This is an optimization exercise on Yosys and OpenROAD, whose aim is small area, not a production implementation. In this exercise RTL edits were held to simulation tests only and were not proved equivalent to the original. Power figures rest on the tool's default switching activity, not on a simulated workload.

**design/flow/constraint.sdc**
```tcl
create_clock -name core_clock -period 10.0 [get_ports {clk}]
set_input_delay 2.0000 -clock core_clock [delete_from_list [all_inputs] [get_ports {clk}]]
set_output_delay 2.0000 -clock core_clock [all_outputs]
set_load 0.01 [all_outputs]
```
**design/flow/standard.sh**
```bash
#!/bin/bash
# synth_recipe.tcl (not shown) runs the flow's synth.tcl, then flattens the netlist and writes it again
# the make line also repeats each setting of config.mk as NAME=value (left out here)
make -C /OpenROAD-flow-scripts/flow DESIGN_CONFIG=/design/flow/config.mk WORK_HOME=/design/flow/orfs CLKGATE_MAP_FILE= SYNTH_SCRIPT=/design/flow/synth_recipe.tcl "${@:-finish}"
```
**design/flow/design.v**
```verilog
package mips_pkg;
  localparam int DATA_W   = 32;
  localparam int ADDR_W   = 5;
  localparam int REG_ZERO = 0;
endpackage
module wb_sel
#(
  parameter int DW = mips_pkg::DATA_W
) (
  input  logic          wm2reg,
  input  logic [DW-1:0] walu,
  input  logic [DW-1:0] wmo,
  output logic [DW-1:0] wdi
);
  always_comb begin
    wdi = walu;
    if (wm2reg) begin
      wdi = wmo;
    end else begin
      wdi = walu;
    end
  end
endmodule
module wb_regfile #(
  parameter int DATA_W = mips_pkg::DATA_W,
  parameter int ADDR_W = mips_pkg::ADDR_W,
  parameter int CNT_W  = 16
) (
  input  logic              clk,
  input  logic              rst,
  input  logic              wwreg,
  input  logic              wm2reg,
  input  logic [DATA_W-1:0] walu,
  input  logic [DATA_W-1:0] wmo,
  input  logic [ADDR_W-1:0] wrn,
  input  logic [ADDR_W-1:0] rna,
  input  logic [ADDR_W-1:0] rnb,
  output logic [DATA_W-1:0] qa,
  output logic [DATA_W-1:0] qb,
  output logic [DATA_W-1:0] wdi,
  output logic [CNT_W-1:0]  commit_cnt,
  output logic              commit_ovf
);
  localparam int NREG = 1 << ADDR_W;
  logic [DATA_W-1:0] wdi_s;
  logic              commit_s;
  logic [NREG-1:1]   wen;
  logic [NREG-1:1]   vld_r;
  logic [(NREG-1)*DATA_W-1:0] regs;   
  logic [CNT_W-1:0]  cnt_r;
  logic              ovf_r;
  wb_sel #(
    .DW(DATA_W)
  ) u_wb_sel (
    .wm2reg(wm2reg),
    .walu  (walu),
    .wmo   (wmo),
    .wdi   (wdi_s)
  );
  assign wdi = wdi_s;
  assign commit_s = wwreg && (wrn != '0);
  for (genvar i = 1; i < NREG; i++) begin : g_row
    assign wen[i] = wwreg && (wrn == ADDR_W'(i));
    rf_row #(
      .DW(DATA_W)
    ) u_row (
      .clk(clk),
      .en (wen[i]),
      .enb(~wen[i]),
      .w  (wdi_s),
      .q  (regs[(i-1)*DATA_W +: DATA_W])
    );
  end
  always_ff @(posedge clk or posedge rst) begin
    if (rst) begin
      vld_r <= '0;
    end else begin
      vld_r <= vld_r | wen;
    end
  end
  logic [CNT_W:0] cnt_inc;
  assign cnt_inc = {1'b0, cnt_r} + (CNT_W+1)'(commit_s);
  always_ff @(posedge clk or posedge rst) begin
    if (rst) begin
      cnt_r <= '0;
      ovf_r <= 1'b0;
    end else begin
      cnt_r <= cnt_inc[CNT_W-1:0];
      ovf_r <= ovf_r | cnt_inc[CNT_W];
    end
  end
  assign commit_cnt = cnt_r;
  assign commit_ovf = ovf_r;
  rf_rdport #(
    .DW(DATA_W), .AW(ADDR_W)
  ) u_rda (
    .rst(rst), .commit(commit_s), .wrn(wrn), .rn(rna), .vld(vld_r),
    .wdi(wdi_s), .regs(regs), .q(qa)
  );
  rf_rdport #(
    .DW(DATA_W), .AW(ADDR_W)
  ) u_rdb (
    .rst(rst), .commit(commit_s), .wrn(wrn), .rn(rnb), .vld(vld_r),
    .wdi(wdi_s), .regs(regs), .q(qb)
  );
endmodule
module rf_row #(
  parameter int DW = 32
) (
  input  logic          clk,
  input  logic          en,
  input  logic          enb,
  input  logic [DW-1:0] w,
  output logic [DW-1:0] q
);
  for (genvar b = 0; b < DW; b++) begin : g_bit
    rf_bit u_bit (.clk(clk), .en(en), .enb(enb), .w(w[b]), .q(q[b]));
  end
endmodule
module rf_bit (
  input  logic clk,
  input  logic en,
  input  logic enb,
  input  logic w,
  output logic q
);
  always_ff @(posedge clk) begin
    q <= (q & enb) | (w & en);
  end
endmodule
module rf_rdport #(
  parameter int DW = 32,
  parameter int AW = 5
) (
  input  logic            rst,
  input  logic            commit,
  input  logic [AW-1:0]   wrn,
  input  logic [AW-1:0]   rn,
  input  logic [(1<<AW)-1:1] vld,
  input  logic [DW-1:0]   wdi,
  input  logic [((1<<AW)-1)*DW-1:0] regs,
  output logic [DW-1:0]   q
);
  localparam int N = 1 << AW;
  logic          hit;
  logic [N-1:0]  sel;
  assign hit    = commit && (wrn == rn);
  assign sel[0] = hit && !rst;
  for (genvar i = 1; i < N; i++) begin : g_sel
    assign sel[i] = (rn == AW'(i)) && vld[i] && !hit && !rst;
  end
  for (genvar b = 0; b < DW; b++) begin : g_bit
    logic [N-1:0] d;
    assign d[0] = wdi[b];
    for (genvar i = 1; i < N; i++) begin : g_in
      assign d[i] = regs[(i-1)*DW + b];
    end
    rf_aomux32 u_mux (.s(sel), .d(d), .y(q[b]));
  end
endmodule
module rf_aomux32 (
  input  logic [31:0] s,
  input  logic [31:0] d,
  output logic        y
);
  logic [10:0] g;
  for (genvar k = 0; k < 10; k++) begin : g_aoi
    rf_aoi222 u_aoi (
      .s0(s[3*k]), .d0(d[3*k]), .s1(s[3*k+1]), .d1(d[3*k+1]),
      .s2(s[3*k+2]), .d2(d[3*k+2]), .y(g[k])
    );
  end
  rf_aoi22 u_aoi_last (.s0(s[30]), .d0(d[30]), .s1(s[31]), .d1(d[31]), .y(g[10]));
  rf_nand11 u_nand (.a(g), .y(y));
endmodule
module rf_aoi222 (
  input  logic s0, d0, s1, d1, s2, d2,
  output logic y
);
  assign y = ~((s0 & d0) | (s1 & d1) | (s2 & d2));
endmodule
module rf_aoi22 (
  input  logic s0, d0, s1, d1,
  output logic y
);
  assign y = ~((s0 & d0) | (s1 & d1));
endmodule
module rf_nand11 (
  input  logic [10:0] a,
  output logic        y
);
  assign y = ~&a;
endmodule
```
**design/flow/flow/downsize.tcl**
```tcl
# Area recovery before placement: swap each combinational cell that synthesis
# sized up for the smallest cell of the same function. Placement's
# repair_design sizes or buffers again where a net needs it.
set odb $::env(ODB)
read_db $odb
set db [ord::get_db]
set block [ord::get_db_block]
set libs [$db getLibs]
# smallest-area variant for each base name
array set best {}
foreach lib $libs { foreach m [$lib getMasters] {
  set n [$m getName]
  if {[regexp {^(sky130_fd_sc_hd__[a-z0-9]+)_([0-9]+)$} $n -> base sz]} {
    set a [expr {[$m getWidth] * [$m getHeight]}]
    if {![info exists best($base)] || $a < [lindex $best($base) 1]} { set best($base) [list $m $a] }
  }
} }
set cnt 0
foreach inst [$block getInsts] {
  set m [$inst getMaster]
  set n [$m getName]
  if {[regexp {^(sky130_fd_sc_hd__[a-z0-9]+)_([0-9]+)$} $n -> base sz]} {
    if {[regexp {tap|fill|decap|dly|clkbuf|df|dl|sdf|edf|conb} $base]} continue
    if {[info exists best($base)]} {
      set bm [lindex $best($base) 0]
      if {[$bm getName] ne $n && [lindex $best($base) 1] < [expr {[$m getWidth]*[$m getHeight]}]} {
        $inst swapMaster $bm
        incr cnt
      }
    }
  }
}
puts "downsized $cnt"
write_db $odb
```
**design/flow/config.mk**
```make
export PLATFORM = sky130hd
export DESIGN_NAME = wb_regfile
export DESIGN_NICKNAME = wb_regfile
export VERILOG_FILES = /design/flow/design.v
export SDC_FILE = /design/flow/constraint.sdc
export NUM_CORES = 4
export LEC_CHECK = 0
export CAP_MARGIN = 20
export CORE_MARGIN = 2
export CORE_UTILIZATION = 60
export SLEW_MARGIN = 20
export SYNTH_HIERARCHICAL = 1
export SYNTH_MINIMUM_KEEP_SIZE = 0
```
**design/flow/flow/run.sh**
```bash
#!/bin/bash
# Own layout flow: the standard ORFS layout with three changes.
#  1. After floorplan, combinational cells that synthesis sized up are swapped
#     back to their smallest variant (flow/downsize.tcl); placement's
#     repair_design re-sizes or buffers wherever a net needs it.
#  2. Port buffers use buf_1 instead of the placer's default pick.
#  3. CTS clusters up to 30 sinks per leaf buffer and inserts no dummy loads.
# Each step's full output goes to its own log in the work folder.
set -euo pipefail
RES=orfs/results/${FLOW_PLATFORM}/wb_regfile/base

bash standard.sh synth > 1_synth_std.log 2>&1
bash standard.sh floorplan > 2_floorplan_std.log 2>&1
ODB=$RES/2_floorplan.odb openroad -no_init -exit flow/downsize.tcl > 2_downsize.log 2>&1
bash standard.sh \
  "BUFFER_PORTS_ARGS=-buffer_cell sky130_fd_sc_hd__buf_1" \
  "CTS_ARGS=-sink_clustering_enable -repair_clock_nets -sink_clustering_size 30 -sink_clustering_max_diameter 60 -dont_use_dummy_load" \
  finish > 3_finish_std.log 2>&1
```
==> flow_metrics.tcl, run 1 <==
set metrics [dict create \
    min_period_over_period_pct 80.75 \
    synthCells 3381 \
    p_sw_share_pct 28.05 \
    routed_wl_mm 185.7 \
    seqPwrFrac_pct 59.0 \
    rsz0062_at_grt "false" \
    detail_route.first_pass.iterations 15 \
    fillerInstances 5154 \
    power_density_nw_per_um2 211.4 \
    worstSetupPathType "in2out" \
    nets 3860 \
    ioPinCount 196 \
    combPwrFrac_pct 14.6 \
    synthDistinctLibCells 43 \
    hold_viol 0 \
    start_util_pct 60.31 \
    synthFlopType "dfxtp_1" \
    design_area_um2 46060 \
    crit_path_frequent_cell "buf_1" \
    seq_area_frac_synth_pct 51.09 \
    grt_overflow 0 \
    areaGrowthSynthToFinish_pct 11.75 \
    syn_avg_cell_area_um2 12.19 \
    cp.required_ns 8.00 \
    die-area_um2 70810 \
    maxSlewHeadroom_pct 21.62 \
    num_rows 96 \
    grt_max_degree 49 \
    coreArea_um2 68350 \
    p_leak_nw 17.14 \
    io_buffers 195 \
    layout_common_cells "992 x a22o_1, 992 x dfxtp_1, 640 x a222oi_1" \
    grt_use_total_pct 49.87 \
    synth-seq-cells 1040 \
    fin_setup_tns_ns 0 \
    path_cells "buf_1, or2_2, o41a_1, and2_4, a21oi_4, buf_16, a222oi_1, nand4_1, or3_1, buf_1" \
    max_stage_delay_ns 0.81 \
    timing.rr.end "cnt_r[14]" \
    root_buffer "clkbuf_16" \
    clkLatencyLatePin_ns 0.62 \
    yosysWarnings 9 \
    clock_sinks 1040 \
    cts_tree "done" \
    min_path_type "reg2reg" \
    r2r-start "cnt_r[0]" \
    clk_path_buf_depth 3 \
    p_int_mw 7.007 \
    crit_path_end_kind "primary output" \
    synth_nets 3467 \
    synth_edf_count 0 \
    cp_max_fo 32 \
    endpoint "qa[16]" \
    cts_made_buffers 66 \
    maxCapViolCount 0 \
    dp_hpwl_mm 105.0 \
    drt-wirelength-per-cell_um 39.88 \
    place.gp.congestion 0.9908 \
    start_kind "input pin" \
    cp-startpoint "wrn[4]" \
    clkSlewWorstSetupHoldPaths_ns 0.07 \
    antenna_found_initial 7 \
    postPlaceCellArea_um2 44380 \
    post_cts_buffers 0 \
    cts_resized 0 \
    htree_levels 3 \
    antenna_left 0 \
    drt-initial-drc-count 10770 \
    grt_pass1_wl_mm 265.0 \
    post-route-drc-count 0 \
    clkPwrFrac_pct 26.4 \
    num_vias 42380 \
    status "complete, no violations" \
    hold_buffers 0 \
    setup-violations-final 0 \
    drive_gt1_share_pct 8.855 \
    ff2ff_setup_slack_ns 8.42 \
    cpMaxStageDelayCell "and2_4" \
    die_w_um 266.1 \
    slew_violations 0 \
    grt_pass1_vias 40120 \
    syn_area_um2 41220 \
    synth-async-reset-ratio_pct 4.615 \
    routed_via_density 9.103 \
    r2r_cells 5 \
    power_mw 9.738 \
    tightestPinTransition_ns 1.174 \
    fmax_mhz 123.8 \
    switchingPower_mw 2.731 \
    finClkSkew_ns 0.01736 \
    ir_drop_mv 0.1748 \
    cp.arrival_ns 6.07 \
    period_minus_slack_ns 8.075 \
    die-height_um 266.1 \
]
-- cell usage after synthesis, drive strengths merged (5+ instances only) --
cell type	instances	area (um^2)
nand2	20	75.07
dfrtp	48	1201
nand3	111	560.5
nand4	156	1006
xor2	18	172.7
mux2	32	473.0
a222oi	640	6406
xnor2	6	52.55
or3	64	400.4
a22oi	64	800.8
nand2b	17	106.4
clkbuf	7	27.52
nor2	25	93.84
buf	25	226.5
or2	18	112.6
nor3	6	30.03
inv	34	127.6
dfxtp	992	19860
a21oi	62	340.3
nor4	6	86.34
and2	7	43.79
nor2b	8	50.05
and4bb	7	87.58
nor4b	5	75.07
a22o	992	8688
-- modules after synthesis, one instance, submodules excluded, excerpt --
module	cell area, um^2	cells	times used	flip-flops and latches
rf_bit	28.78	2	992	1
rf_aoi222	10.01	1	640	0
rf_nand11	23.77	4	64	0
wb_regfile	2155	209	1	48
rf_aoi22	12.51	1	64	0
-- per-stage QoR --
step / instances / setup slack, ns / utilization [%] / hold slack [ns]
detailed placement: 4587 / 2.141 / 64.93 / 0.4739
CTS: 4653 / 2.133 / 67.34 / 0.4912
global route: 4654 / 1.895 / 67.39 / 0.5010
global placement: 4580 / 2.278 / 64.67 / 0.4519
floorplan: 3381 / 2.176 / - / 0.4554
finish: 4656 / 1.925 / 67.39 / 0.4911
-- routing by layer --
layer | vias to the layer above | GRT usage (%) | share of wire, %
met5 | - | 1.525 | 0.088
met4 | 14 | 38.43 | 9.2
met3 | 1088 | 17.04 | 17
met2 | 4703 | 69.64 | 40
met1 | 20300 | 63.01 | 34
li1 | 16280 | - | -
-- worst min path at each step --
| stage | cells past startpoint | start | endpoint |
|---|---|---|---|
| after global placement | 1 | ovf_r | ovf_r |
| after detailed placement | 1 | ovf_r | ovf_r |
| final | 1 | cnt_r[10] | cnt_r[10] |
| after floorplan | 1 | vld_r[11] | vld_r[11] |
| after CTS | 1 | ovf_r | ovf_r |
| after global routing | 1 | vld_r[21] | vld_r[21] |
-- area by class of cell --
cell class | instances | area (um^2) | share of cell area [%]
timing repair buffer | 357 | 2095 | 4.547
tap | 882 | 1104 | 2.396
antenna | 2 | 5.005 | 0.01087
clock buffer | 66 | 1652 | 3.586
multi-input combinational | 2275 | 20020 | 43.46
inverter | 34 | 128.9 | 0.2798
sequential | 1040 | 21060 | 45.72
-- sequential cells by signal, indices dropped and copies added (netlist names) --
| signal | flops |
|---|---|
| cnt_r | 16 |
| g_row.u_row.g_bit.u_bit.q | 992 |
| ovf_r | 1 |
| vld_r | 31 |
-- worst max-delay path, delay by kind of cell --
| kind | cells | cell delay (ns) |
|---|---|---|
| compound gates | 3 | 1.04 |
| simple gates | 4 | 2.16 |
| buf+inv | 3 | 0.76 |
-- power groups by stage --
stage | Sequential (mW) | Clock, mW | Combinational [mW]
floorplan | 5.61 | 0 | 1.06
global placement | 5.71 | 0 | 1.32
detailed placement | 5.79 | 0 | 1.39
CTS | 5.70 | 2.55 | 1.39
global route | 5.83 | 2.69 | 1.50
finish | 5.75 | 2.57 | 1.42
-- cell families (layout without fill, tap and decap cells) --
group	count (synthesis)	in the layout	share of synthesized area, %
fa+ha+maj	3	3	0.09108
compound gates	1759	1759	39.42
buf+inv	66	457	0.9258
mux	32	32	1.147
simple gates	457	457	6.778
other cells	0	2	0
flops	1040	1040	51.09
xor+xnor	24	24	0.5464
==> run 2, diff against run 1 <==
--- a/design/flow/config.mk
+++ b/design/flow/config.mk
@@ -8,5 +8,5 @@
 export CAP_MARGIN = 20
 export CORE_MARGIN = 2
-export CORE_UTILIZATION = 60
+export CORE_UTILIZATION = 45
 export SLEW_MARGIN = 20
 export SYNTH_HIERARCHICAL = 1
==> flow_metrics.tcl, run 2 <==
set metrics [dict create \
    detail_route.first_pass.iterations 14 \
    synth_edf_count 0 \
    postPlaceCellArea_um2 44720 \
    cp_top_family "simple AND/OR/NAND/NOR gates" \
    power_density_nw_per_um2 213.6 \
    hold_viol 0 \
    finClkSkew_ns 0.03303 \
    die-height_um 306.7 \
    synth-seq-cells 1040 \
    pre_cts_ws_ns 2.232 \
    synthCells 3381 \
    period_minus_slack_ns 8.034 \
    hold-path-endpoint "ovf_r" \
    routed_via_density 8.155 \
    yosys-top-cells-count "992 x a22o_1, 992 x dfxtp_1, 640 x a222oi_1, 154 x nand4_1, 110 x nand3_1" \
    final_util_pct 51.13 \
    use_met2_pct 52.91 \
    tightestPinTransition_ns 1.253 \
    seq_area_frac_synth_pct 51.09 \
    whs_ns 0.4651 \
    drt-wirelength-per-cell_um 38.22 \
    antenna_left 0 \
    hold_buffers 0 \
    grt_pass1_wl_mm 267.7 \
    post_cts_buffers 0 \
    antenna_found_initial 3 \
    num_rows 111 \
    start_kind "input pin" \
    syn_area_um2 41220 \
    die-area_um2 94030 \
    clkSlewWorstSetupHoldPaths_ns 0.07 \
    cpMaxStageDelayCell "and3b_2" \
    globalRouteMet1Util_pct 52.85 \
    r2r-start "cnt_r[0]" \
    worstSetupPathType "in2out" \
    cp_max_fo 32 \
    root_buffer "clkbuf_16" \
    cts_made_buffers 77 \
    power_mw 9.967 \
    slew_violations 0 \
    ir_drop_mv 0.1237 \
    hold-path-cell-count 1 \
    grt_use_total_pct 38.33 \
    setup-violations-final 0 \
    coreArea_um2 91250 \
    yosysWarnings 9 \
    timing.rr.end "cnt_r[14]" \
    path_cells "buf_1, or2_2, o41a_1, and2_4, buf_4, and3b_2, a222oi_1, nand4_1, or3_1, buf_1" \
    num_vias 40530 \
    areaGrowthSynthToFinish_pct 13.19 \
    p_leak_nw 17.27 \
    place.gp.congestion 0.9242 \
    fin_ws_ns 1.966 \
    maxCapViolCount 0 \
    drive_gt1_share_pct 9.463 \
    r2r_cells 5 \
    synth_top_area_share_pct 48.18 \
    clk_path_buf_depth 3 \
    nets 3871 \
    fillerInstances 8041 \
    layout_common_cells "992 x a22o_1, 992 x dfxtp_1, 640 x a222oi_1" \
    synthFlopType "dfxtp_1" \
    crit_buf_inv 3 \
    min_path_type "reg2reg" \
    io_buffers 195 \
    cts_tree "done" \
    rsz0062_at_grt "false" \
    largest_reg_flops 992 \
    grt_pass1_vias 37080 \
    min_from "ovf_r" \
    syn_avg_cell_area_um2 12.19 \
    fmax_mhz 124.5 \
    status "complete, no violations" \
    maxSlewHeadroom_pct 16.16 \
    synth_nets 3467 \
    top_register "g_row.u_row.g_bit.u_bit.q" \
    synth-async-reset-ratio_pct 4.615 \
    cp.arrival_ns 6.03 \
    busiest_layer "met2" \
    crit_path_frequent_cell "buf_1" \
    routed_wl_mm 189.9 \
    die_w_um 306.7 \
    cts_resized 0 \
    clock_sinks 1040 \
    grt_overflow 0 \
    start_util_pct 45.17 \
    min_period_over_period_pct 80.34 \
    clkLatencyLatePin_ns 0.63 \
    synthDistinctLibCells 43 \
    layout_top_registers "g_row.u_row.g_bit.u_bit.q: 992 flops, vld_r: 31 flops, cnt_r: 16 flops" \
    dp_hpwl_mm 108.8 \
    post-route-drc-count 0 \
    synth_area_leaders "dfxtp_1 48%, a22o_1 21%, a222oi_1 16%" \
    design_area_um2 46650 \
    yosysTopAreaCell "dfxtp_1" \
    grt_max_degree 49 \
    htree_levels 3 \
    dp.cells 4892 \
    crit_path_end_kind "primary output" \
    max_stage_delay_ns 1.08 \
    drt-initial-drc-count 9681 \
    ff2ff_setup_slack_ns 8.46 \
    instances_no_fill 4970 \
    ioPinCount 196 \
    fin_setup_tns_ns 0 \
    cp.required_ns 8.00 \
    met3_usage_pct 11.12 \
]
==> run 2: area by class of cell <==
class / count / area, um^2 / area share [%]
flip-flops and latches: 1040 / 21060 / 45.14
multi-input cells: 2275 / 20060 / 43.00
repair buffers: 357 / 1989 / 4.264
clock buffers: 77 / 1927 / 4.130
well taps: 1186 / 1484 / 3.181
inverters: 34 / 128.9 / 0.2762
diodes: 1 / 2.502 / 0.005364
==> run 2: worst max-delay path by stage <==
| stage | start | to | slack (ns) | cells after the start |
|---|---|---|---|---|
| after floorplan | wrn[3] | qa[0] | 2.18 | 9 |
| after global placement | wrn[3] | qb[28] | 2.30 | 10 |
| after detailed placement | wrn[4] | qa[22] | 2.23 | 10 |
| after CTS | wrn[4] | qa[22] | 2.22 | 10 |
| after global routing | wrn[4] | qb[11] | 2.02 | 10 |
| final | wrn[4] | qb[5] | 1.97 | 10 |
==> run 2: per-module statistics from Yosys (local to each module, per instance), excerpt <==
module      times used  cells inside
wb_regfile           1           209
rf_bit             992             2
rf_nand11           64             4
rf_aoi22            64             1
rf_aoi222          640             1
==> run 2: routing by layer <==
| metal | vias to the layer above | share of wire, % |
|---|---|---|
| met5 | - | 0.0068 |
| met4 | 2 | 6.8 |
| met3 | 596 | 15 |
| met2 | 3768 | 39 |
| met1 | 19870 | 39 |
| li1 | 16290 | - |
==> run 2: worst reg2reg max path, stage by stage (launching register included) <==
cell and delay (ns):
dfrtp_1 0.37, ha_1 0.22, ha_1 0.33, nand4_1 0.13
nor4_1 0.26, xor2_1 0.18
==> run 2: cells by family after synthesis <==
kind of cell	synth area share, %
compound gates	39.42
xor+xnor	0.5464
fa+ha+maj	0.09108
buf+inv	0.9258
flops	51.09
mux	1.147
simple gates	6.778
==> run 2: power by group <==
group	internal (mW)	switching, mW	total (mW)
registers	5.02	0.712	5.73
clock network	1.36	1.46	2.82
logic	0.810	0.599	1.41
==> run 3, diff against run 2 <==
--- a/design/flow/design.v
+++ b/design/flow/design.v
@@ -60,6 +60,16 @@
   assign wdi = wdi_s;
   assign commit_s = wwreg && (wrn != '0);
+  logic [3:0] wlo;
+  logic [7:0] whi;
+  logic [NREG-1:1] wenb;
+  for (genvar k = 0; k < 4; k++) begin : g_wlo
+    assign wlo[k] = (wrn[1:0] == 2'(k));
+  end
+  for (genvar j = 0; j < 8; j++) begin : g_whi
+    assign whi[j] = wwreg && (wrn[4:2] == 3'(j));
+  end
   for (genvar i = 1; i < NREG; i++) begin : g_row
-    assign wen[i] = wwreg && (wrn == ADDR_W'(i));
+    rf_and2  u_en  (.a(wlo[i % 4]), .b(whi[i / 4]), .y(wen[i]));
+    rf_nand2 u_enb (.a(wlo[i % 4]), .b(whi[i / 4]), .y(wenb[i]));
     rf_row #(
       .DW(DATA_W)
@@ -67,5 +77,5 @@
       .clk(clk),
       .en (wen[i]),
-      .enb(~wen[i]),
+      .enb(wenb[i]),
       .w  (wdi_s),
       .q  (regs[(i-1)*DATA_W +: DATA_W])
@@ -144,9 +154,19 @@
   localparam int N = 1 << AW;
   logic          hit;
+  logic          ok;
+  logic [3:0]    lo;
+  logic [7:0]    hi;
   logic [N-1:0]  sel;
-  assign hit    = commit && (wrn == rn);
-  assign sel[0] = hit && !rst;
+  assign hit = commit && (wrn == rn);
+  assign ok  = !hit && !rst;
+  for (genvar k = 0; k < 4; k++) begin : g_lo
+    assign lo[k] = (rn[1:0] == 2'(k));
+  end
+  for (genvar j = 0; j < 8; j++) begin : g_hi
+    assign hi[j] = ok && (rn[4:2] == 3'(j));
+  end
+  rf_and2 u_sel0 (.a(hit), .b(!rst), .y(sel[0]));
   for (genvar i = 1; i < N; i++) begin : g_sel
-    assign sel[i] = (rn == AW'(i)) && vld[i] && !hit && !rst;
+    rf_and3 u_sel (.a(lo[i % 4]), .b(hi[i / 4]), .c(vld[i]), .y(sel[i]));
   end
   for (genvar b = 0; b < DW; b++) begin : g_bit
@@ -192,2 +212,20 @@
   assign y = ~&a;
 endmodule
+module rf_and2 (
+  input  logic a, b,
+  output logic y
+);
+  assign y = a & b;
+endmodule
+module rf_nand2 (
+  input  logic a, b,
+  output logic y
+);
+  assign y = ~(a & b);
+endmodule
+module rf_and3 (
+  input  logic a, b, c,
+  output logic y
+);
+  assign y = a & b & c;
+endmodule
--- a/design/flow/flow/run.sh
+++ b/design/flow/flow/run.sh
@@ -5,5 +5,6 @@
 #     repair_design re-sizes or buffers wherever a net needs it.
 #  2. Port buffers use buf_1 instead of the placer's default pick.
-#  3. CTS clusters up to 30 sinks per leaf buffer and inserts no dummy loads.
+#  3. CTS builds the tree from clkbuf_4, clusters up to 8 sinks per leaf
+#     buffer and inserts no dummy loads.
 # Each step's full output goes to its own log in the work folder.
 set -euo pipefail
@@ -15,4 +16,4 @@
 bash standard.sh \
   "BUFFER_PORTS_ARGS=-buffer_cell sky130_fd_sc_hd__buf_1" \
-  "CTS_ARGS=-sink_clustering_enable -repair_clock_nets -sink_clustering_size 30 -sink_clustering_max_diameter 60 -dont_use_dummy_load" \
+  "CTS_ARGS=-sink_clustering_enable -repair_clock_nets -buf_list sky130_fd_sc_hd__clkbuf_4 -sink_clustering_size 8 -sink_clustering_max_diameter 40 -dont_use_dummy_load" \
   finish > 3_finish_std.log 2>&1
--- a/design/flow/config.mk
+++ b/design/flow/config.mk
@@ -6,8 +6,8 @@
 export NUM_CORES = 4
 export LEC_CHECK = 0
-export CAP_MARGIN = 20
+export CAP_MARGIN = 5
 export CORE_MARGIN = 2
-export CORE_UTILIZATION = 45
-export SLEW_MARGIN = 20
+export CORE_UTILIZATION = 50
+export SLEW_MARGIN = 5
 export SYNTH_HIERARCHICAL = 1
 export SYNTH_MINIMUM_KEEP_SIZE = 0
==> flow_metrics.tcl, run 3 <==
set metrics [dict create \
    largest_reg_flops 992 \
    htree_levels 4 \
    min_path_type "reg2reg" \
    rsz0062_at_grt "false" \
    start_kind "input pin" \
    cpMaxStageDelayCell "and3_1" \
    max_stage_delay_ns 1.34 \
    syn_avg_cell_area_um2 12.32 \
    post_cts_buffers 0 \
    io_buffers 195 \
    cp_max_fo 17 \
    period_minus_slack_ns 8.285 \
    p_sw_share_pct 29.61 \
    combPwrFrac_pct 15.1 \
    areaGrowthSynthToFinish_pct 9.310 \
    drt-wirelength-per-cell_um 41.25 \
    cts_made_buffers 160 \
    maxCapViolCount 1 \
    layout_common_cells "992 x a22o_1, 992 x dfxtp_1, 640 x a222oi_1" \
    cts_resized 0 \
    synthFlopType "dfxtp_1" \
    die-area_um2 83850 \
    post-route-drc-count 0 \
    synth_top_area_share_pct 48.70 \
    antenna_left 0 \
    clkPwrFrac_pct 23.5 \
    fin_ws_ns 1.715 \
    place.gp.congestion 0.9837 \
    drt-initial-drc-count 8985 \
    synthCells 3310 \
    design_area_um2 44570 \
    finClkSkew_ns 0.07890 \
    die-height_um 289.6 \
    slew_violations 18 \
    clkLatencyLatePin_ns 1.06 \
    status "finished with violations" \
    synth-async-reset-ratio_pct 4.615 \
    antenna_found_initial 14 \
    detail_route.first_pass.iterations 15 \
    postPlaceCellArea_um2 43350 \
    root_buffer "clkbuf_4" \
    ioPinCount 196 \
    synth_edf_count 0 \
    syn_area_um2 40780 \
    start_util_pct 50.54 \
    coreArea_um2 80680 \
    switchingPower_mw 2.758 \
    p_int_mw 6.555 \
    dp_hpwl_mm 116.7 \
    final_util_pct 55.25 \
    seq_area_frac_synth_pct 51.65 \
    min_period_over_period_pct 82.85 \
    clock_sinks 1040 \
    yosysWarnings 9 \
    crit_path_end_kind "primary output" \
    setup-violations-final 0 \
    fmax_mhz 120.7 \
    die_w_um 289.6 \
    path_cells "buf_1, nor2_1, buf_4, nand2_1, o21a_1, and2_1, a21oi_1, and3_1, buf_4, a222oi_1, nand4_1, or3_1, buf_1" \
    maxSlewHeadroom_pct -5.833 \
    grt_pass1_vias 39630 \
    num_vias 41770 \
    tightestPinTransition_ns 1.587 \
    grt_overflow 0 \
    grt_max_degree 49 \
    power_density_nw_per_um2 209.0 \
    p_leak_nw 16.97 \
    fin_setup_tns_ns 0 \
    hold_buffers 0 \
    seqPwrFrac_pct 61.5 \
    grt_pass1_wl_mm 280.0 \
    grt_use_total_pct 45.91 \
    ir_drop_mv 0.1073 \
    synth-seq-cells 1040 \
    pre_cts_ws_ns 2.236 \
    cp.required_ns 8.00 \
    worstSetupPathType "in2out" \
    ff2ff_setup_slack_ns 8.38 \
    so_faults "max-capacitance violations, max-slew violations" \
    synth_area_leaders "dfxtp_1 49%, a22o_1 21%, a222oi_1 16%" \
    top_register "g_row.u_row.g_bit.u_bit.q" \
    routed_wl_mm 200.7 \
    synthDistinctLibCells 38 \
    hold_viol 0 \
    cts_tree "done" \
    clkSlewWorstSetupHoldPaths_ns 0.07 \
    layout_top_registers "g_row.u_row.g_bit.u_bit.q: 992 flops, vld_r: 31 flops, cnt_r: 16 flops" \
    synth_nets 3395 \
    nets 3885 \
    yosys-top-cells-count "992 x a22o_1, 992 x dfxtp_1, 640 x a222oi_1, 129 x nand4_1, 69 x nand3_1" \
    num_rows 104 \
    yosysTopAreaCell "dfxtp_1" \
    drive_gt1_share_pct 10.08 \
    clk_path_buf_depth 3 \
    routed_via_density 8.584 \
    cp.arrival_ns 6.29 \
]
[run 3: cell families (layout without fill, tap and decap cells)]
kind of cell             count (synthesis)  in the layout  synth area share, %
AO/OA/AOI/OAI                         1714           1714                39.26
flip-flops                            1040           1040                51.65
AND/OR/NAND/NOR                        484            484                7.002
multiplexers                            32             32                1.160
XOR/XNOR                                24             24               0.5523
buffers and inverters                   14            502               0.3099
adder cells (fa/ha/maj)                  2              2              0.06136
other                                    0              8                    0
[run 3: final timing paths]
| check | start | end | cells after the start |
|---|---|---|---|
| min reg2reg | vld_r[28] | vld_r[28] | 1 |
| max | wrn[0] | qa[7] | 13 |
| min in group asynchronous | rst | vld_r[10] | 2 |
| max reg2reg | cnt_r[0] | cnt_r[13] | 5 |
| min | vld_r[28] | vld_r[28] | 1 |
| max in group asynchronous | rst | vld_r[19] | 2 |
[run 3: area by class of cell]
| class | count | area [um^2] |
|---|---|---|
| timing repair buffer | 336 | 1792 |
| fill | 7003 | 36110 |
| tap | 1060 | 1326 |
| antenna | 8 | 20.02 |
| clock buffer | 160 | 1201 |
| sequential | 1040 | 21060 |
| inverter | 6 | 22.52 |
| multi-input combinational | 2256 | 19150 |
[run 3: metal layers]
layer	up-vias	share of wire, %	track usage (%)
met5	-	0.034	0.1136
met4	8	9.8	37.50
met3	1062	15	16.28
met2	4157	41	66.04
met1	20280	34	55.22
li1	16260	-	-
[run 3: power by group through the flow]
stage	Clock [mW]	Sequential, mW	Combinational, mW
final	2.19	5.72	1.40
after global routing	2.36	5.81	1.48
after CTS	2.19	5.68	1.37
after detailed placement	0	5.77	1.37
after global placement	0	5.70	1.32
after floorplan	0	5.60	1.04
[run 3: per-module statistics from Yosys (local to each module, per instance), excerpt]
| module | cells | cell area (um^2) | copies in the design |
|---|---|---|---|
| wb_regfile | 142 | 1792 | 1 |
| rf_and2 | 1 | 6.256 | 33 |
| rf_nand11 | 4 | 23.77 | 64 |
| rf_aoi22 | 1 | 12.51 | 64 |
| rf_bit | 2 | 28.78 | 992 |
| rf_and3 | 1 | 6.256 | 62 |
| rf_nand2 | 1 | 3.754 | 31 |
| rf_aoi222 | 1 | 10.01 | 640 |
[run 3: critical path: cells and delay by family]
family / cells / cell delay [ns]
buffers and inverters: 4 / 1.06
AOI/OAI and AO/OA: 3 / 0.92
and+or+nand+nor: 6 / 2.30
[run 3: metrics by stage]
| stage | std cells | hold slack, ns | power [mW] |
|---|---|---|---|
| 2_1_floorplan | 3310 | 0.4452 | 6.642 |
| 3_3_place_gp | 4698 | 0.4572 | 7.026 |
| 3_5_place_dp | 4698 | 0.4649 | 7.142 |
| 4_1_cts | 4858 | 0.4794 | 9.245 |
| 5_1_grt | 4863 | 0.4972 | 9.655 |
| 6_report | 4866 | 0.4861 | 9.313 |
==> run 4, diff against run 3 <==
--- a/design/flow/config.mk
+++ b/design/flow/config.mk
@@ -6,8 +6,8 @@
 export NUM_CORES = 4
 export LEC_CHECK = 0
-export CAP_MARGIN = 5
+export CAP_MARGIN = 20
 export CORE_MARGIN = 2
 export CORE_UTILIZATION = 50
-export SLEW_MARGIN = 5
+export SLEW_MARGIN = 20
 export SYNTH_HIERARCHICAL = 1
 export SYNTH_MINIMUM_KEEP_SIZE = 0
==> flow_metrics.tcl, run 4 <==
set metrics [dict create \
    status "complete, no violations" \
    grt_use_total_pct 45.91 \
    cp-startpoint "wrn[0]" \
    maxSlewHeadroom_pct 15.87 \
    synth-async-reset-ratio_pct 4.615 \
    antenna_left 0 \
    r2r_cells 5 \
    min_period_over_period_pct 79.94 \
    synthCells 3310 \
    fin_setup_tns_ns 0 \
    drt-initial-drc-count 9337 \
    nets 3886 \
    crit_path_end_kind "primary output" \
    rsz0062_at_grt "false" \
    start_util_pct 50.54 \
    start_kind "input pin" \
    root_buffer "clkbuf_4" \
    power_mw 9.311 \
    endpoint "qa[13]" \
    slew_violations 0 \
    clkSlewWorstSetupHoldPaths_ns 0.05 \
    fin_ws_ns 2.006 \
    cp.arrival_ns 5.99 \
    synth_top_family_by_area "compound AO/OA/AOI/OAI gates" \
    power_density_nw_per_um2 208.8 \
    drt-wirelength-per-cell_um 41.25 \
    yosys-top-cells-count "992 x a22o_1, 992 x dfxtp_1, 640 x a222oi_1, 129 x nand4_1, 69 x nand3_1" \
    htree_levels 4 \
    dp_hpwl_mm 116.7 \
    layout_top_registers "g_row.u_row.g_bit.u_bit.q: 992 flops, vld_r: 31 flops, cnt_r: 16 flops" \
    clock_sinks 1040 \
    num_rows 104 \
    synthMuxAreaShare_pct 1.160 \
    io_buffers 195 \
    num_vias 41680 \
    layout_common_cells "992 x a22o_1, 992 x dfxtp_1, 640 x a222oi_1" \
    die_w_um 289.6 \
    post_cts_buffers 0 \
    p_leak_nw 16.98 \
    yosysTopAreaCell "dfxtp_1" \
    place.gp.congestion 0.9837 \
    synth_nets 3395 \
    antenna_found_initial 14 \
    seq_area_frac_synth_pct 51.65 \
    synth_edf_count 0 \
    largest_reg_flops 992 \
    synthFlopType "dfxtp_1" \
    period_minus_slack_ns 7.994 \
    instances_no_fill 4865 \
    finClkSkew_ns 0.07698 \
    syn_area_um2 40780 \
    areaGrowthSynthToFinish_pct 9.362 \
    drive_gt1_share_pct 10.16 \
    fmax_mhz 125.1 \
    coreArea_um2 80680 \
    final_util_pct 55.27 \
    min_path_type "reg2reg" \
    synth-seq-cells 1040 \
    clk_path_buf_depth 3 \
    maxCapViolCount 0 \
    setup-violations-final 0 \
    r2r-start "cnt_r[0]" \
    die-height_um 289.6 \
    timing.rr.end "cnt_r[13]" \
    ff2ff_setup_slack_ns 8.38 \
    cts_tree "done" \
    synth_area_leaders "dfxtp_1 49%, a22o_1 21%, a222oi_1 16%" \
    cp_max_fo 32 \
    clkLatencyLatePin_ns 1.06 \
    yosysWarnings 9 \
    grt_pass1_wl_mm 280.0 \
    synth_xor_area_share_pct 0.5523 \
    synth_top_area_share_pct 48.70 \
    detail_route.first_pass.iterations 14 \
    worstSetupPathType "in2out" \
    ioPinCount 196 \
    die-area_um2 83850 \
    cts_resized 0 \
    post-route-drc-count 0 \
    synthDistinctLibCells 38 \
    routed_wl_mm 200.7 \
    grt_max_degree 49 \
    cp.required_ns 8.00 \
    dp.cells 4698 \
    ir_drop_mv 0.1084 \
    top_register "g_row.u_row.g_bit.u_bit.q" \
    routed_via_density 8.567 \
    synth-simple-area-share_pct 7.002 \
    hold_viol 0 \
    grt_overflow 0 \
    pre_cts_ws_ns 2.236 \
    tightestPinTransition_ns 1.262 \
    cts_made_buffers 160 \
    synthAdderAreaFrac_pct 0.06137 \
    syn_avg_cell_area_um2 12.32 \
    synth_compound_area_share_pct 39.26 \
    grt_pass1_vias 39630 \
    hold_buffers 0 \
]
[run 4: cell counts after synthesis]
Identical to the previous run, type by type.
[run 4: metal layers]
layer | vias up | part of all wire, % | GRT usage [%]
met1 | 20350 | 34 | 55.22
met3 | 1019 | 15 | 16.28
li1 | 16240 | - | -
met5 | - | 0.034 | 0.1136
met4 | 10 | 9.5 | 37.50
met2 | 4058 | 41 | 66.04
[run 4: cell type report]
type | count | area [um^2]
Fill cell | 7003 | 36080
Sequential cell | 1040 | 21060
Multi-Input combinational cell | 2256 | 19150
Timing Repair Buffer | 337 | 1812
Tap cell | 1060 | 1326
Clock buffer | 160 | 1201
Inverter | 6 | 23.77
Antenna cell | 6 | 15.01
[run 4: Yosys stat by module, one instance, submodules excluded, a selection]
module      cells inside  area, um^2  flip-flops and latches
rf_and2                1       6.256                       0
rf_aoi22               1       12.51                       0
rf_aoi222              1       10.01                       0
rf_nand11              4       23.77                       0
rf_nand2               1       3.754                       0
rf_bit                 2       28.78                       1
rf_and3                1       6.256                       0
wb_regfile           142        1792                      48
[run 4: report_power, final]
group | switching (mW) | internal (mW)
Combinational | 0.598 | 0.807
Sequential | 0.708 | 5.02
Clock | 1.45 | 0.732
[run 4: per-stage QoR]
step / hold WS (ns) / area (um^2)
finish: 0.4818 / 44590
global route: 0.4972 / 44590
CTS: 0.4794 / 44550
detailed placement: 0.4649 / 43350
global placement: 0.4572 / 43350
floorplan: 0.4452 / 40780
[run 4: logic make-up after synthesis]
group | Yosys count
compound gates | 1714
buf+inv | 14
mux | 32
xor+xnor | 24
simple gates | 484
fa+ha+maj | 2
flops | 1040
[run 4: how the worst min path moves through the flow]
stage | slack (ns) | cells past startpoint | start | to
after floorplan | 0.45 | 1 | vld_r[10] | vld_r[10]
after global placement | 0.46 | 1 | vld_r[24] | vld_r[24]
after detailed placement | 0.46 | 1 | vld_r[5] | vld_r[5]
after CTS | 0.48 | 1 | vld_r[7] | vld_r[7]
after global routing | 0.50 | 1 | vld_r[17] | vld_r[17]
final | 0.48 | 1 | vld_r[17] | vld_r[17]
[run 4: critical path, stage by stage]
cell,delay (ns)
buf_1,0.22
nor2_1,0.09
buf_4,0.19
nand2_1,0.09
o21a_1,0.16
and2_1,0.30
a21oi_1,0.26
and3_1,0.22
buf_4,0.26
a222oi_1,0.63
nand4_1,0.77
or3_1,0.61
buf_1,0.15
==> run 5, diff against run 4 <==
--- a/design/flow/config.mk
+++ b/design/flow/config.mk
@@ -6,8 +6,8 @@
 export NUM_CORES = 4
 export LEC_CHECK = 0
-export CAP_MARGIN = 20
+export CAP_MARGIN = 12
 export CORE_MARGIN = 2
 export CORE_UTILIZATION = 50
-export SLEW_MARGIN = 20
+export SLEW_MARGIN = 12
 export SYNTH_HIERARCHICAL = 1
 export SYNTH_MINIMUM_KEEP_SIZE = 0
==> flow_metrics.tcl, run 5 <==
set metrics [dict create \
    met3_usage_pct 16.28 \
    drt-wirelength-per-cell_um 41.22 \
    worstSetupPathType "in2out" \
    synthDistinctLibCells 38 \
    fin_setup_tns_ns 0 \
    io_buffers 195 \
    use_met2_pct 66.04 \
    r2r-start "cnt_r[0]" \
    synth_compound_area_share_pct 39.26 \
    instances_no_fill 4864 \
    cp_max_fo 32 \
    place.gp.congestion 0.9837 \
    rsz0062_at_grt "false" \
    hold_buffers 0 \
    drive_gt1_share_pct 10.16 \
    synthAdderAreaFrac_pct 0.06137 \
    die_w_um 289.6 \
    clkLatencyLatePin_ns 1.06 \
    synthCells 3310 \
    synth-async-reset-ratio_pct 4.615 \
    cts_made_buffers 160 \
    power_mw 9.321 \
    post-route-drc-count 0 \
    min_path_type "reg2reg" \
    synth_top_area_share_pct 48.70 \
    r2r_cells 5 \
    hold-path-cell-count 1 \
    crit_path_end_kind "primary output" \
    start_kind "input pin" \
    ir_drop_mv 0.1077 \
    ioPinCount 196 \
    grt_pass1_vias 39630 \
    top_register "g_row.u_row.g_bit.u_bit.q" \
    routed_via_density 8.567 \
    synth_edf_count 0 \
    tightestPinTransition_ns 1.338 \
    grt_pass1_wl_mm 280.0 \
    power_density_nw_per_um2 209.1 \
    largest_reg_flops 992 \
    synth_xor_area_share_pct 0.5523 \
    hold-path-endpoint "vld_r[7]" \
    fmax_mhz 125.2 \
    synth_top_family_by_area "compound AO/OA/AOI/OAI gates" \
    cts_resized 0 \
    post_cts_buffers 0 \
    yosys-top-cells-count "992 x a22o_1, 992 x dfxtp_1, 640 x a222oi_1, 129 x nand4_1, 69 x nand3_1" \
    syn_avg_cell_area_um2 12.32 \
    detail_route.first_pass.iterations 14 \
    die-area_um2 83850 \
    routed_wl_mm 200.5 \
    ff2ff_setup_slack_ns 8.38 \
    seq_area_frac_synth_pct 51.65 \
    yosysWarnings 9 \
    final_util_pct 55.27 \
    htree_levels 4 \
    nets 3886 \
    synthMuxAreaShare_pct 1.160 \
    num_rows 104 \
    clock_sinks 1040 \
    dp.cells 4698 \
    hold_viol 0 \
    max_stage_delay_ns 0.77 \
    grt_max_degree 49 \
    cp.arrival_ns 5.98 \
    crit_buf_inv 4 \
    yosysTopAreaCell "dfxtp_1" \
    maxCapViolCount 0 \
    grt_use_total_pct 45.91 \
    layout_top_registers "g_row.u_row.g_bit.u_bit.q: 992 flops, vld_r: 31 flops, cnt_r: 16 flops" \
    timing.rr.end "cnt_r[13]" \
    drt-initial-drc-count 9218 \
    cp.required_ns 8.00 \
    cts_tree "done" \
    root_buffer "clkbuf_4" \
    p_leak_nw 16.98 \
    antenna_left 0 \
    cp_top_family "simple AND/OR/NAND/NOR gates" \
    busiest_layer "met2" \
    grt_overflow 0 \
    coreArea_um2 80680 \
    setup-violations-final 0 \
    slew_violations 0 \
    start_util_pct 50.54 \
    status "complete, no violations" \
    maxSlewHeadroom_pct 10.81 \
    syn_area_um2 40780 \
    clk_path_buf_depth 3 \
    synth_area_leaders "dfxtp_1 49%, a22o_1 21%, a222oi_1 16%" \
    areaGrowthSynthToFinish_pct 9.347 \
    cpMaxStageDelayCell "nand4_1" \
    synth-seq-cells 1040 \
    synthFlopType "dfxtp_1" \
    synth-simple-area-share_pct 7.002 \
    dp_hpwl_mm 116.7 \
    clkSlewWorstSetupHoldPaths_ns 0.05 \
    synth_nets 3395 \
    finClkSkew_ns 0.07079 \
    period_minus_slack_ns 7.985 \
    min_period_over_period_pct 79.85 \
    antenna_found_initial 14 \
    path_cells "buf_1, nor2_1, buf_4, nand2_1, o21a_1, and2_1, a21oi_1, and3_1, buf_4, a222oi_1, nand4_1, or3_1, buf_1" \
    globalRouteMet1Util_pct 55.22 \
    die-height_um 289.6 \
    layout_common_cells "992 x a22o_1, 992 x dfxtp_1, 640 x a222oi_1" \
    min_from "vld_r[7]" \
    num_vias 41670 \
]
## run 5: cell counts after synthesis
Identical to the previous run, type by type.
## run 5: per-module statistics from Yosys (local to each module, per instance), excerpt
module | flip-flops and latches | cell area [um^2]
wb_regfile | 48 | 1792
rf_aoi22 | 0 | 12.51
rf_nand2 | 0 | 3.754
rf_aoi222 | 0 | 10.01
rf_and2 | 0 | 6.256
rf_nand11 | 0 | 23.77
## run 5: cell type report
class / count / area, um^2
Clock buffer: 160 / 1201
Inverter: 6 / 22.52
Sequential cell: 1040 / 21060
Antenna cell: 5 / 12.51
Timing Repair Buffer: 337 / 1812
Multi-Input combinational cell: 2256 / 19150
Tap cell: 1060 / 1326
Fill cell: 7002 / 36090
## run 5: layer usage
layer	vias up	wire length, um
met5	-	71
met3	1044	29680
li1	16240	-
met2	4070	82530
met1	20300	68580
met4	10	19600
## run 5: worst max path at each step
stage	to	start	cells after the start
2_1_floorplan	qa[0]	wrn[0]	10
3_3_place_gp	qa[7]	wrn[0]	13
3_5_place_dp	qa[7]	wrn[0]	13
4_1_cts	qa[7]	wrn[0]	13
5_1_grt	qa[13]	wrn[0]	13
6_report	qa[13]	wrn[0]	13
## run 5: per-stage QoR
step	setup slack [ns]	hold WS [ns]	area (um^2)
after floorplan	3.112	0.4452	40780
after detailed placement	2.236	0.4649	43350
after CTS	2.236	0.4794	44550
after global routing	1.879	0.4972	44590
final	2.015	0.4841	44590
after global placement	2.342	0.4572	43350
## run 5: kinds of logic after synthesis
kind of cell / after synthesis
xor gates and xnor gates: 24
muxes: 32
DFF: 1040
AOI/OAI and AO/OA: 1714
adders and majority gates: 2
and+or+nand+nor: 484
buffers and inverters: 14
## run 5: power by group
part | switching [mW] | internal (mW)
logic | 0.599 | 0.807
registers | 0.708 | 5.02
clock network | 1.46 | 0.732

[what the ideal ports hide]
How much do the figures lean on ideal ports? The routed layouts below were timed once more, with nothing changed but the port constraints.
Step 1: set_driving_cell puts a clkbuf_16 on clk and a buf_2 on each other input, an assumption about the parent block.
Step 2 times the ports against the registers' clock, not the clock port: input delays grow and output delays shrink by t, the midpoint of the rising clock arrivals with the driver on.
Slacks: no drivers / after step 1 / after step 2; pairs: no drivers / after step 1.
| run | t, ns | slack for setup (ns) | slew at the worst register clock pin (ns) |
|---|---|---|---|
| run 1 | 0.696 | 1.925 / 1.899 / 1.899 | 0.11 / 0.11 |
| run 2 | 0.708 | 1.966 / 1.942 / 1.942 | 0.10 / 0.10 |
| run 3 | 1.100 | 1.715 / 1.695 / 1.695 | 0.10 / 0.10 |
| run 4 | 1.109 | 2.006 / 1.985 / 1.985 | 0.10 / 0.10 |
| run 5 | 1.108 | 2.015 / 1.994 / 1.994 | 0.10 / 0.10 |
For run 1, which loses most, drivers alone change the setup slack by -0.026 ns; drivers and shift together by -0.026 ns.
